This is an optimization exercise on Yosys and OpenROAD, whose aim is small area and a short achievable clock period, not a production implementation. Where RTL was checked, it was by simulation tests only, not by an equivalence proof against the original.

==> flow/design.v <==
module bpu_ao22 (input logic a1, a2, b1, b2, output logic y);
   assign y = (a1 & a2) | (b1 & b2);
endmodule
module bpu_oai22 (input logic a1, a2, b1, b2, output logic y);
   assign y = !((a1 | a2) & (b1 | b2));
endmodule
module bpu_nand2 (input logic a, b, output logic y);
   assign y = !(a & b);
endmodule
module bpu_nor2 (input logic a, b, output logic y);
   assign y = !(a | b);
endmodule
module bpu_nor3 (input logic a, b, c, output logic y);
   assign y = !(a | b | c);
endmodule
module bpu_aoi21 (input logic a1, a2, b1, output logic y);
   assign y = !((a1 & a2) | b1);
endmodule
module bpu_nand4 (input logic a, b, c, d, output logic y);
   assign y = !(a & b & c & d);
endmodule
module bpu_nor4 (input logic a, b, c, d, output logic y);
   assign y = !(a | b | c | d);
endmodule
module bpu_nand3 (input logic a, b, c, output logic y);
   assign y = !(a & b & c);
endmodule
module bpu_xnor2 (input logic a, b, output logic y);
   assign y = !(a ^ b);
endmodule
module bpu_inv (input logic a, output logic y);
   assign y = !a;
endmodule
module bpu_or32 (input logic [31:0] t, output logic y);
   logic [15:0] o2n;
   logic [7:0]  o4;
   logic [3:0]  o8n;
   for (genvar i = 0; i < 16; i++) begin : g_l1
      bpu_nor2 u (.a(t[2*i]), .b(t[2*i+1]), .y(o2n[i]));
   end
   for (genvar i = 0; i < 8; i++) begin : g_l2
      bpu_nand2 u (.a(o2n[2*i]), .b(o2n[2*i+1]), .y(o4[i]));
   end
   for (genvar i = 0; i < 4; i++) begin : g_l3
      bpu_nor2 u (.a(o4[2*i]), .b(o4[2*i+1]), .y(o8n[i]));
   end
   bpu_nand4 u_l4 (.a(o8n[0]), .b(o8n[1]), .c(o8n[2]), .d(o8n[3]), .y(y));
endmodule
module bpu_sel_bit (input logic [63:0] sel_n, input logic [63:0] data_n, input logic en_n,
                    output logic y);
   logic [31:0] p2;
   logic [15:0] p4n;
   logic [3:0]  p16;
   logic [1:0]  p32n;
   for (genvar i = 0; i < 32; i++) begin : g_l1
      bpu_oai22 u (.a1(sel_n[2*i]), .a2(data_n[2*i]), .b1(sel_n[2*i+1]), .b2(data_n[2*i+1]),
                   .y(p2[i]));
   end
   for (genvar i = 0; i < 16; i++) begin : g_l2
      bpu_nor2 u (.a(p2[2*i]), .b(p2[2*i+1]), .y(p4n[i]));
   end
   for (genvar i = 0; i < 4; i++) begin : g_l3
      bpu_nand4 u (.a(p4n[4*i]), .b(p4n[4*i+1]), .c(p4n[4*i+2]), .d(p4n[4*i+3]), .y(p16[i]));
   end
   for (genvar i = 0; i < 2; i++) begin : g_l4
      bpu_nor2 u (.a(p16[2*i]), .b(p16[2*i+1]), .y(p32n[i]));
   end
   bpu_aoi21 u_l5 (.a1(p32n[0]), .a2(p32n[1]), .b1(en_n), .y(y));
endmodule
module bpu_predictor #(
   parameter int INDEX_BITS = 6,
   parameter int TAG_BITS   = 8
) (
   input  logic        clk,
   input  logic        reset,
   input  logic [31:0] pc_in,
   output logic        pred_taken,
   output logic [31:0] pred_imm,
   output logic        pred_hit,
   output logic        ready,
   input  logic        upd_valid,
   input  logic [31:0] upd_pc,
   input  logic        upd_taken,
   input  logic [31:0] upd_imm
);
   localparam int ENTRIES = 1 << INDEX_BITS;
   localparam int TAG_MSB = INDEX_BITS + TAG_BITS - 1;
   logic                  ready_q;
   logic [INDEX_BITS-1:0] sweep_cnt;
   logic [ENTRIES-1:0]               tbl_valid;
   logic [ENTRIES-1:0][TAG_BITS-1:0] tbl_tag;
   logic [ENTRIES-1:0][1:0]          tbl_ctr;
   logic [ENTRIES-1:0][31:0]         tbl_imm_n;    
   logic [31:0]                      upd_imm_n;
   logic [INDEX_BITS-1:0] lk_idx;
   logic [TAG_BITS-1:0]   lk_tag;
   logic [INDEX_BITS-1:0] upd_idx;
   logic [TAG_BITS-1:0]   upd_tag;
   logic                  upd_hit;
   logic                  upd_act;
   logic [1:0]            upd_ctr;
   logic [1:0]            new_ctr;
   logic [ENTRIES-1:0]    row_hit;
   logic [ENTRIES-1:0]    row_tk;
   logic [ENTRIES-1:0]    lk_sel;
   logic [ENTRIES-1:0]    lk_sel_n;
   logic [ENTRIES-1:0]    upd_sel;
   logic [ENTRIES-1:0]    we_t, hd_t, we_c, hd_c;
   logic                  taken_n, hit_n;
   logic unused_pc_bits;
   assign unused_pc_bits = ^{pc_in[31:TAG_MSB+1], upd_pc[31:TAG_MSB+1]};
   always_ff @(posedge clk) begin
      if (reset) begin
         ready_q   <= 1'b0;
         sweep_cnt <= '0;
      end else if (!ready_q) begin
         sweep_cnt <= sweep_cnt + INDEX_BITS'(1);
         if (sweep_cnt == '1) ready_q <= 1'b1;
      end
   end
   assign ready = ready_q;
   assign upd_idx = upd_pc[INDEX_BITS-1:0];
   assign upd_tag = upd_pc[TAG_MSB:INDEX_BITS];
   assign upd_ctr = tbl_ctr[upd_idx];
   assign upd_hit = tbl_valid[upd_idx] && (tbl_tag[upd_idx] == upd_tag);
   assign upd_act = ready_q && !reset && upd_valid;
   always_comb begin
      if (upd_hit) begin
         if (upd_taken) new_ctr = (upd_ctr == 2'b11) ? 2'b11 : upd_ctr + 2'd1;
         else           new_ctr = (upd_ctr == 2'b00) ? 2'b00 : upd_ctr - 2'd1;
      end else begin
         new_ctr = upd_taken ? 2'b10 : upd_ctr;
      end
   end
   assign upd_imm_n = ~upd_imm;
   assign lk_idx = pc_in[INDEX_BITS-1:0];
   assign lk_tag = pc_in[TAG_MSB:INDEX_BITS];
   for (genvar r = 0; r < ENTRIES; r++) begin : g_row
      logic [TAG_BITS-1:0] match;
      logic                ne_lo, ne_hi, sv_n, svc_n;
      assign upd_sel[r] = (upd_idx == INDEX_BITS'(r));
      assign lk_sel[r]  = ready_q && (lk_idx == INDEX_BITS'(r));
      assign lk_sel_n[r] = !lk_sel[r];
      assign we_t[r]    = upd_act && upd_taken && upd_sel[r];
      assign hd_t[r]    = !we_t[r];
      assign we_c[r]    = upd_act && upd_sel[r];
      assign hd_c[r]    = !we_c[r];
      always_ff @(posedge clk) begin
         if (reset) tbl_valid[r] <= 1'b0;
         else if (we_t[r]) tbl_valid[r] <= 1'b1;
      end
      for (genvar b = 0; b < TAG_BITS; b++) begin : g_tag
         logic nq;
         bpu_ao22 u_hold (.a1(tbl_tag[r][b]), .a2(hd_t[r]), .b1(upd_tag[b]), .b2(we_t[r]), .y(nq));
         always_ff @(posedge clk) tbl_tag[r][b] <= nq;
      end
      for (genvar b = 0; b < 32; b++) begin : g_imm
         logic nq;
         bpu_ao22 u_hold (.a1(tbl_imm_n[r][b]), .a2(hd_t[r]), .b1(upd_imm_n[b]), .b2(we_t[r]), .y(nq));
         always_ff @(posedge clk) tbl_imm_n[r][b] <= nq;
      end
      for (genvar b = 0; b < 2; b++) begin : g_ctr
         logic nq;
         bpu_ao22 u_hold (.a1(tbl_ctr[r][b]), .a2(hd_c[r]), .b1(new_ctr[b]), .b2(we_c[r]), .y(nq));
         always_ff @(posedge clk) tbl_ctr[r][b] <= nq;
      end
      for (genvar b = 0; b < TAG_BITS; b++) begin : g_cmp
         bpu_xnor2 u_x (.a(tbl_tag[r][b]), .b(lk_tag[b]), .y(match[b]));
      end
      bpu_nand4 u_eq_lo (.a(match[0]), .b(match[1]), .c(match[2]), .d(match[3]), .y(ne_lo));
      bpu_nand4 u_eq_hi (.a(match[4]), .b(match[5]), .c(match[6]), .d(match[7]), .y(ne_hi));
      assign sv_n  = !(lk_sel[r] && tbl_valid[r]);
      assign svc_n = !(lk_sel[r] && tbl_valid[r] && tbl_ctr[r][1]);
      bpu_nor3 u_hit (.a(sv_n),  .b(ne_lo), .c(ne_hi), .y(row_hit[r]));
      bpu_nor3 u_tk  (.a(svc_n), .b(ne_lo), .c(ne_hi), .y(row_tk[r]));
   end
   logic [1:0] hit_h, tk_h;
   logic [3:0] taken_nc;
   bpu_or32 u_or_hit0 (.t(row_hit[31:0]),  .y(hit_h[0]));
   bpu_or32 u_or_hit1 (.t(row_hit[63:32]), .y(hit_h[1]));
   bpu_or32 u_or_tk0  (.t(row_tk[31:0]),   .y(tk_h[0]));
   bpu_or32 u_or_tk1  (.t(row_tk[63:32]),  .y(tk_h[1]));
   bpu_nor2 u_hit_n   (.a(hit_h[0]), .b(hit_h[1]), .y(hit_n));
   bpu_nor2 u_taken_n (.a(tk_h[0]),  .b(tk_h[1]),  .y(taken_n));
   bpu_inv  u_hit     (.a(hit_n),    .y(pred_hit));
   bpu_inv  u_taken   (.a(taken_n),  .y(pred_taken));
   for (genvar k = 0; k < 4; k++) begin : g_tkc
      bpu_nor2 u_tkc (.a(tk_h[0]), .b(tk_h[1]), .y(taken_nc[k]));
   end
   for (genvar b = 0; b < 32; b++) begin : g_bit
      logic [ENTRIES-1:0] col_n;
      for (genvar r = 0; r < ENTRIES; r++) begin : g_col
         assign col_n[r] = tbl_imm_n[r][b];
      end
      bpu_sel_bit u_bit (.sel_n(lk_sel_n), .data_n(col_n), .en_n(taken_nc[b/8]), .y(pred_imm[b]));
   end
endmodule
Settings: LEC_CHECK=0, CAP_MARGIN=20, CORE_MARGIN=2, CORE_UTILIZATION=65, CTS_BUF_LIST=sky130_fd_sc_hd__clkbuf_8 sky130_fd_sc_hd__clkbuf_16, CTS_CLUSTER_DIAMETER=60, CTS_CLUSTER_SIZE=30, SETUP_SLACK_MARGIN=2.5, SLEW_MARGIN=20, SYNTH_HIERARCHICAL=1; clock period 8.0 ns.
run.sh (not shown) runs the stock make flow with config.mk's settings and CLKGATE_MAP_FILE= SYNTH_SCRIPT=/design/flow/synth_recipe.tcl, a recipe that flattens the netlist after the stock synthesis.
Change:
--- a/flow/design.v
+++ b/flow/design.v
@@ -27,6 +27,9 @@
 endmodule
 module bpu_xnor2 (input logic a, b, output logic y);
    assign y = !(a ^ b);
+endmodule
+module bpu_and3 (input logic a, b, c, output logic y);
+   assign y = a & b & c;
 endmodule
 module bpu_inv (input logic a, output logic y);
    assign y = !a;
@@ -102,7 +105,6 @@
    logic [1:0]            new_ctr;
    logic [ENTRIES-1:0]    row_hit;
    logic [ENTRIES-1:0]    row_tk;
-   logic [ENTRIES-1:0]    lk_sel;
    logic [ENTRIES-1:0]    lk_sel_n;
    logic [ENTRIES-1:0]    upd_sel;
    logic [ENTRIES-1:0]    we_t, hd_t, we_c, hd_c;
@@ -135,12 +137,22 @@
    assign upd_imm_n = ~upd_imm;
    assign lk_idx = pc_in[INDEX_BITS-1:0];
    assign lk_tag = pc_in[TAG_MSB:INDEX_BITS];
+   logic [INDEX_BITS-1:0] lk_idx_n;
+   logic [7:0]            lk_lo, lk_hi;
+   for (genvar k = 0; k < INDEX_BITS; k++) begin : g_idx_n
+      bpu_inv u_inv (.a(lk_idx[k]), .y(lk_idx_n[k]));
+   end
+   for (genvar i = 0; i < 8; i++) begin : g_pre
+      bpu_and3 u_lo (.a(i[0] ? lk_idx[0] : lk_idx_n[0]), .b(i[1] ? lk_idx[1] : lk_idx_n[1]),
+                     .c(i[2] ? lk_idx[2] : lk_idx_n[2]), .y(lk_lo[i]));
+      bpu_and3 u_hi (.a(i[0] ? lk_idx[3] : lk_idx_n[3]), .b(i[1] ? lk_idx[4] : lk_idx_n[4]),
+                     .c(i[2] ? lk_idx[5] : lk_idx_n[5]), .y(lk_hi[i]));
+   end
    for (genvar r = 0; r < ENTRIES; r++) begin : g_row
       logic [TAG_BITS-1:0] match;
       logic                ne_lo, ne_hi, sv_n, svc_n;
       assign upd_sel[r] = (upd_idx == INDEX_BITS'(r));
-      assign lk_sel[r]  = ready_q && (lk_idx == INDEX_BITS'(r));
-      assign lk_sel_n[r] = !lk_sel[r];
+      bpu_nand2 u_sel (.a(lk_lo[r%8]), .b(lk_hi[r/8]), .y(lk_sel_n[r]));
       assign we_t[r]    = upd_act && upd_taken && upd_sel[r];
       assign hd_t[r]    = !we_t[r];
       assign we_c[r]    = upd_act && upd_sel[r];
@@ -169,8 +181,8 @@
       end
       bpu_nand4 u_eq_lo (.a(match[0]), .b(match[1]), .c(match[2]), .d(match[3]), .y(ne_lo));
       bpu_nand4 u_eq_hi (.a(match[4]), .b(match[5]), .c(match[6]), .d(match[7]), .y(ne_hi));
-      assign sv_n  = !(lk_sel[r] && tbl_valid[r]);
-      assign svc_n = !(lk_sel[r] && tbl_valid[r] && tbl_ctr[r][1]);
+      bpu_nand3 u_sv  (.a(lk_lo[r%8]), .b(lk_hi[r/8]), .c(tbl_valid[r]), .y(sv_n));
+      bpu_nand4 u_svc (.a(lk_lo[r%8]), .b(lk_hi[r/8]), .c(tbl_valid[r]), .d(tbl_ctr[r][1]), .y(svc_n));
       bpu_nor3 u_hit (.a(sv_n),  .b(ne_lo), .c(ne_hi), .y(row_hit[r]));
       bpu_nor3 u_tk  (.a(svc_n), .b(ne_lo), .c(ne_hi), .y(row_tk[r]));
    end
Worst setup slack is worse by 0.042 ns.
Wire length grows by 1.4%.
Die area is about the same.
Sequential cell count is unchanged.
Global-route usage climbs by 0.94 points.
Cell area shrinks by about 1.6%.
Synthesized cell count barely changes.
Clock-buffer cell count grows by 9.
Only the layout flow was run in the second run of this note; the RTL was not checked for function there.

what the ideal ports hide:
The results above use ideal ports. As a check the final layouts listed here were re-extracted and re-timed, cells and wires unchanged. Step 1 sets driving cells, clkbuf_16 on the clock port and buf_2 on the other inputs (assumed; they add their load-dependent delay and slew). Step 2 also shifts input and output timing later by t, the mid clock arrival at the registers, as if the neighbouring blocks saw the same clock. Three values: ideal, step 1, step 2; two values: the first two.
| run | shift t [ns] | setup slack, ns | worst slew at a driven data input, ns |
|---|---|---|---|
| the first run | 0.933 | 2.144 / 1.951 / 1.519 | 0.39 |
| the second run | 0.946 | 2.102 / 2.039 / 1.543 | 0.14 |
After both steps setup and hold are still met in every run listed. The setup slack of the first run, which loses most, moves by -0.193 ns with the drivers and by -0.625 ns with both steps.
